Source: an optimization exercise on an open RTL-to-GDS flow (aim: small area). Production flows keep margins and buffers that such runs may drop. In this exercise RTL edits were held to simulation tests only and were not proved equivalent to the original. Power and IR drop assume default switching activity.

==> flow/design.v <==
package counter_alarm_pkg;
  localparam int unsigned CNT_W_DEF = 64;
endpackage
module rr_arbiter #(
  parameter int unsigned N = 8
) (
  input  logic                 clk,
  input  logic                 rst,
  input  logic [N-1:0]         eligible_i,
  output logic [N-1:0]         grant_o,
  output logic [$clog2(N)-1:0] ptr_o
);
  localparam int unsigned PW = $clog2(N);
  logic [PW-1:0] ptr_q, ptr_d;
  logic [N-1:0]  upper, grant_up, grant_all, grant_rot;
  logic          any_up, any;
  always_comb begin
    for (int i = 0; i < N; i++) upper[i] = eligible_i[i] && (PW'(i) >= ptr_q);
    for (int i = 0; i < N; i++) begin
      grant_up[i]  = upper[i];
      grant_all[i] = eligible_i[i];
      for (int j = 0; j < i; j++) begin
        grant_up[i]  = grant_up[i] && !upper[j];
        grant_all[i] = grant_all[i] && !eligible_i[j];
      end
    end
    any_up  = |upper;
    any     = |eligible_i;
    grant_o = any_up ? grant_up : grant_all;
  end
  always_comb begin
    grant_rot = {grant_o[N-2:0], grant_o[N-1]};
    ptr_d = '0;
    for (int i = 0; i < N; i++)
      if (grant_rot[i]) ptr_d = ptr_d | PW'(i);
  end
  always_ff @(posedge clk) begin
    if (rst)      ptr_q <= '0;
    else if (any) ptr_q <= ptr_d;
  end
  assign ptr_o = ptr_q;
endmodule
module counter_alarm_sched #(
  parameter int unsigned N_REQ = 8,
  parameter int unsigned CNT_W = 64
) (
  input  logic             clk,
  input  logic             rst,
  input  logic             cnt_en_i,
  input  logic             cnt_clr_i,
  input  logic             cnt_load_i,
  input  logic [CNT_W-1:0] cnt_load_val_i,
  output logic [CNT_W-1:0] cnt_o,
  input  logic [N_REQ-1:0] req_valid_i,
  input  logic [N_REQ-1:0][CNT_W-1:0] req_deadline_i,
  output logic [N_REQ-1:0] req_ready_o,
  input  logic [N_REQ-1:0] req_cancel_i,
  output logic [N_REQ-1:0] armed_o,
  output logic [N_REQ-1:0] fire_o,
  output logic [N_REQ-1:0] late_o
);
  localparam int unsigned PW = $clog2(N_REQ);
  logic [CNT_W-1:0]            cnt_q;
  logic [N_REQ-1:0][CNT_W-1:0] dl_q;
  logic [N_REQ-1:0]            armed_q, match_q, match;
  logic                        late_q;    
  logic [N_REQ-1:0]            grant;
  logic [PW-1:0]               ptr;
  logic [CNT_W-1:0]            gdl;       
  always_ff @(posedge clk) begin
    if (rst || cnt_clr_i) cnt_q <= '0;
    else if (cnt_load_i)  cnt_q <= cnt_load_val_i;
    else if (cnt_en_i)    cnt_q <= cnt_q + CNT_W'(1);
  end
  rr_arbiter #(.N(N_REQ)) u_arb (
    .clk        (clk),
    .rst        (rst),
    .eligible_i (req_valid_i & ~armed_q & {N_REQ{!rst}}),
    .grant_o    (grant),
    .ptr_o      (ptr)
  );
  assign req_ready_o = grant;
  always_comb begin
    gdl = '0;
    for (int i = 0; i < N_REQ; i++)
      gdl = gdl | (req_deadline_i[i] & {CNT_W{grant[i]}});
  end
  logic             gx, gcarry, late;
  assign gx   = gdl[CNT_W-1] ^ cnt_q[CNT_W-1];
  logic [CNT_W-1:0] gc;   
  assign gc[0] = gx;
  for (genvar b = 0; b < CNT_W-1; b++) begin : g_chain
    assign gc[b+1] = (gdl[b] & ~cnt_q[b]) | (gdl[b] & gc[b]) | (~cnt_q[b] & gc[b]);
  end
  assign gcarry = gc[CNT_W-1];
  assign late = ~(gx ^ gcarry);
  always_comb
    for (int i = 0; i < N_REQ; i++)
      match[i] = armed_q[i] && (cnt_q == dl_q[i]);
  always_ff @(posedge clk) begin
    if (rst) begin
      armed_q <= '0;
      match_q <= '0;
      late_q  <= 1'b0;
    end else begin
      armed_q <= (armed_q & ~match & ~req_cancel_i) | (grant & {N_REQ{!late}});
      match_q <= match;
      late_q  <= |grant && late;
    end
  end
  always_ff @(posedge clk)
    for (int i = 0; i < N_REQ; i++)
      if (!armed_q[i]) dl_q[i] <= req_deadline_i[i];
  always_comb
    for (int i = 0; i < N_REQ; i++)
      late_o[i] = late_q && (ptr == PW'(i + 1));
  assign cnt_o   = cnt_q;
  assign armed_o = armed_q;
  assign fire_o  = match_q | late_o;
endmodule
module counter_alarm_top (
  input  logic         clk,
  input  logic         rst,
  input  logic         cnt_en_i,
  input  logic         cnt_clr_i,
  input  logic         cnt_load_i,
  input  logic [63:0]  cnt_load_val_i,
  output logic [63:0]  cnt_o,
  input  logic [7:0]   req_valid_i,
  input  logic [511:0] req_deadline_i,
  output logic [7:0]   req_ready_o,
  input  logic [7:0]   req_cancel_i,
  output logic [7:0]   armed_o,
  output logic [7:0]   fire_o,
  output logic [7:0]   late_o
);
  counter_alarm_sched #(.N_REQ(8), .CNT_W(64)) u_sched (
    .clk            (clk),
    .rst            (rst),
    .cnt_en_i       (cnt_en_i),
    .cnt_clr_i      (cnt_clr_i),
    .cnt_load_i     (cnt_load_i),
    .cnt_load_val_i (cnt_load_val_i),
    .cnt_o          (cnt_o),
    .req_valid_i    (req_valid_i),
    .req_deadline_i (req_deadline_i),
    .req_ready_o    (req_ready_o),
    .req_cancel_i   (req_cancel_i),
    .armed_o        (armed_o),
    .fire_o         (fire_o),
    .late_o         (late_o)
  );
endmodule
==> flow/config.mk <==
export PLATFORM = sky130hd
export DESIGN_NAME = counter_alarm_top
export DESIGN_NICKNAME = counter_alarm_top
export VERILOG_FILES = /design/flow/design.v
export SDC_FILE = /design/flow/constraint.sdc
export NUM_CORES = 4
export LEC_CHECK = 0
export CAP_MARGIN = 20
export CORE_MARGIN = 2
export CORE_UTILIZATION = 40
export GPL_TIMING_DRIVEN = 0
export PLACE_DENSITY = 0.5
export SLEW_MARGIN = 20
==> flow/constraint.sdc <==
create_clock -name core_clock -period 10.0 [get_ports {clk}]
set_input_delay 2.0000 -clock core_clock [delete_from_list [all_inputs] [get_ports {clk}]]
set_output_delay 2.0000 -clock core_clock [all_outputs]
set_load 0.01 [all_outputs]
standard.sh (not shown) runs the stock make flow with config.mk's settings and CLKGATE_MAP_FILE= SYNTH_SCRIPT=/design/flow/synth_recipe.tcl, a recipe that flattens the netlist after the stock synthesis.
==> flow/flow/run.sh <==
#!/bin/bash
# The standard layout (standard.sh: ORFS synthesis, floorplan, power grid,
# placement, clock tree, routing), with these changes:
#  - synthesis runs flow/synth_area.tcl: the standard flow's synthesis script with an
#    area-oriented ABC script (flow/area.abc) for the combinational logic.
#  - BUFFER_PORTS_ARGS: the buffer put on every input and output port is the
#    smallest buffer, sky130_fd_sc_hd__buf_1, instead of the one buffer_ports
#    picks by itself (clkdlybuf4s50_1).
#  - CTS_ARGS: the clock tree is built from clkbuf_4 cells driving small sink
#    clusters, without dummy loads.
#  - DONT_USE_CELLS: the platform's list plus the largest plain buffers, so
#    that repair uses smaller ones.
# make's output goes to flow_make.log; each ORFS step keeps its own log under
# orfs/logs/.
set -euo pipefail
work=$(pwd)
export FLOW_WORK="$work"
export AREA_ABC_SCRIPT="$work/flow/area.abc"
export BUFFER_PORTS_ARGS="-buffer_cell sky130_fd_sc_hd__buf_1"
export CTS_ARGS="-sink_clustering_enable -repair_clock_nets -dont_use_dummy_load -buf_list sky130_fd_sc_hd__clkbuf_4 -sink_clustering_size 8 -sink_clustering_max_diameter 35"
platform_dont_use=$(make -s -C "$FLOW_HOME" DESIGN_CONFIG="$work/config.mk" print-DONT_USE_CELLS 2> dont_use.log | sed 's/^DONT_USE_CELLS: //')
extra_dont_use="sky130_fd_sc_hd__buf_12 sky130_fd_sc_hd__buf_16 sky130_fd_sc_hd__bufbuf_16"
bash standard.sh finish "SYNTH_SCRIPT=$work/flow/synth_area.tcl" \
  "DONT_USE_CELLS=$platform_dont_use $extra_dont_use" > flow_make.log 2>&1
==> flow/flow/area.abc <==
&get -n
&st
&deepsyn -T 30
&st
&if -g -K 6
&synch2
&dch
&nf -R 10
&put
==> flow/flow/synth_area.tcl <==
# The standard flow's synthesis script (synth_recipe.tcl in the work folder, unchanged), except
# that the one abc call mapping the combinational logic runs flow/area.abc, an
# area-oriented ABC script, in place of ORFS's abc_speed.script. Flip-flops are
# mapped before abc, so they are exactly those of the standard synthesis.
proc abc {args} {
  set i [lsearch -exact $args -script]
  if {$i >= 0} {
    lset args [expr {$i + 1}] $::env(AREA_ABC_SCRIPT)
  }
  yosys abc {*}$args
}
source $::env(FLOW_WORK)/synth_recipe.tcl
Edit:
--- a/flow/design.v
+++ b/flow/design.v
@@ -85,15 +85,35 @@
     for (int i = 0; i < N_REQ; i++)
       gdl = gdl | (req_deadline_i[i] & {CNT_W{grant[i]}});
   end
-  logic             gx, gcarry, late;
-  assign gx   = gdl[CNT_W-1] ^ cnt_q[CNT_W-1];
-  logic [CNT_W-1:0] gc;   
-  assign gc[0] = gx;
-  for (genvar b = 0; b < CNT_W-1; b++) begin : g_chain
-    assign gc[b+1] = (gdl[b] & ~cnt_q[b]) | (gdl[b] & gc[b]) | (~cnt_q[b] & gc[b]);
+  localparam int unsigned SEG = CNT_W / 3;        
+  logic                   gx, late;
+  logic [CNT_W-2:0]       gg, gp;                 
+  logic [SEG:0]           s0;                     
+  logic [2*SEG:SEG]       s1c0, s1c1;             
+  logic [CNT_W-1:2*SEG]   s2c0, s2c1;             
+  logic                   k1, k2;                 
+  assign gg    = gdl[CNT_W-2:0] & ~cnt_q[CNT_W-2:0];
+  assign gp    = gdl[CNT_W-2:0] | ~cnt_q[CNT_W-2:0];
+  assign gx    = gdl[CNT_W-1] ^ cnt_q[CNT_W-1];
+  assign s0[0] = gx;
+  for (genvar b = 0; b < SEG; b++) begin : g_s0
+    assign s0[b+1] = gg[b] | (gp[b] & s0[b]);
   end
-  assign gcarry = gc[CNT_W-1];
-  assign late = ~(gx ^ gcarry);
+  assign s1c0[SEG] = 1'b0;
+  assign s1c1[SEG] = 1'b1;
+  for (genvar b = SEG; b < 2*SEG; b++) begin : g_s1
+    assign s1c0[b+1] = gg[b] | (gp[b] & s1c0[b]);
+    assign s1c1[b+1] = gg[b] | (gp[b] & s1c1[b]);
+  end
+  assign s2c0[2*SEG] = 1'b0;
+  assign s2c1[2*SEG] = 1'b1;
+  for (genvar b = 2*SEG; b < CNT_W-1; b++) begin : g_s2
+    assign s2c0[b+1] = gg[b] | (gp[b] & s2c0[b]);
+    assign s2c1[b+1] = gg[b] | (gp[b] & s2c1[b]);
+  end
+  assign k1   = s0[SEG] ? s1c1[2*SEG] : s1c0[2*SEG];
+  assign k2   = k1 ? s2c1[CNT_W-1] : s2c0[CNT_W-1];
+  assign late = ~(gx ^ k2);
   always_comb
     for (int i = 0; i < N_REQ; i++)
       match[i] = armed_q[i] && (cnt_q == dl_q[i]);
This time the run completed and failed the layout checks on negative setup slack.
Worst setup slack is worse by 0.34 ns.
Combinational power climbs by 11%.
Die area hardly moves.
Global-route usage climbs by 0.11 points.
Sequential cell count is unchanged.
Synthesized cell count climbs by about 2%.

## afterwards: timing with drivers on the ports
How much do the figures lean on ideal ports? The routed layouts below were timed once more, with nothing changed but the port constraints.
Step 1 sets driving cells, clkbuf_16 on the clock port and buf_2 on the other inputs (assumed; they add their load-dependent delay and slew).
Step 2 moves the port delays by t, midway between the first and last clock arrival at a register: inputs arrive t later, outputs are due t later. That takes back most of the time a late clock gives input paths.
Slacks: ideal / step 1 / step 2; pairs: ideal / step 1.
| run | shift t [ns] | setup WS [ns] | clock arrival spread, ns | worst slew at a driven data input, ns |
|---|---|---|---|---|
| the first run | 0.970 | 0.314 / 0.338 / -0.633 | 0.169 / 0.169 | 0.12 |
| the second run | 0.993 | -0.029 / 0.016 / -0.977 | 0.155 / 0.156 | 0.12 |
With both steps, setup timing fails in the first run, where it was met with ideal ports. For the second run, which loses most, drivers alone change the setup slack by +0.045 ns; drivers and shift together by -0.948 ns.
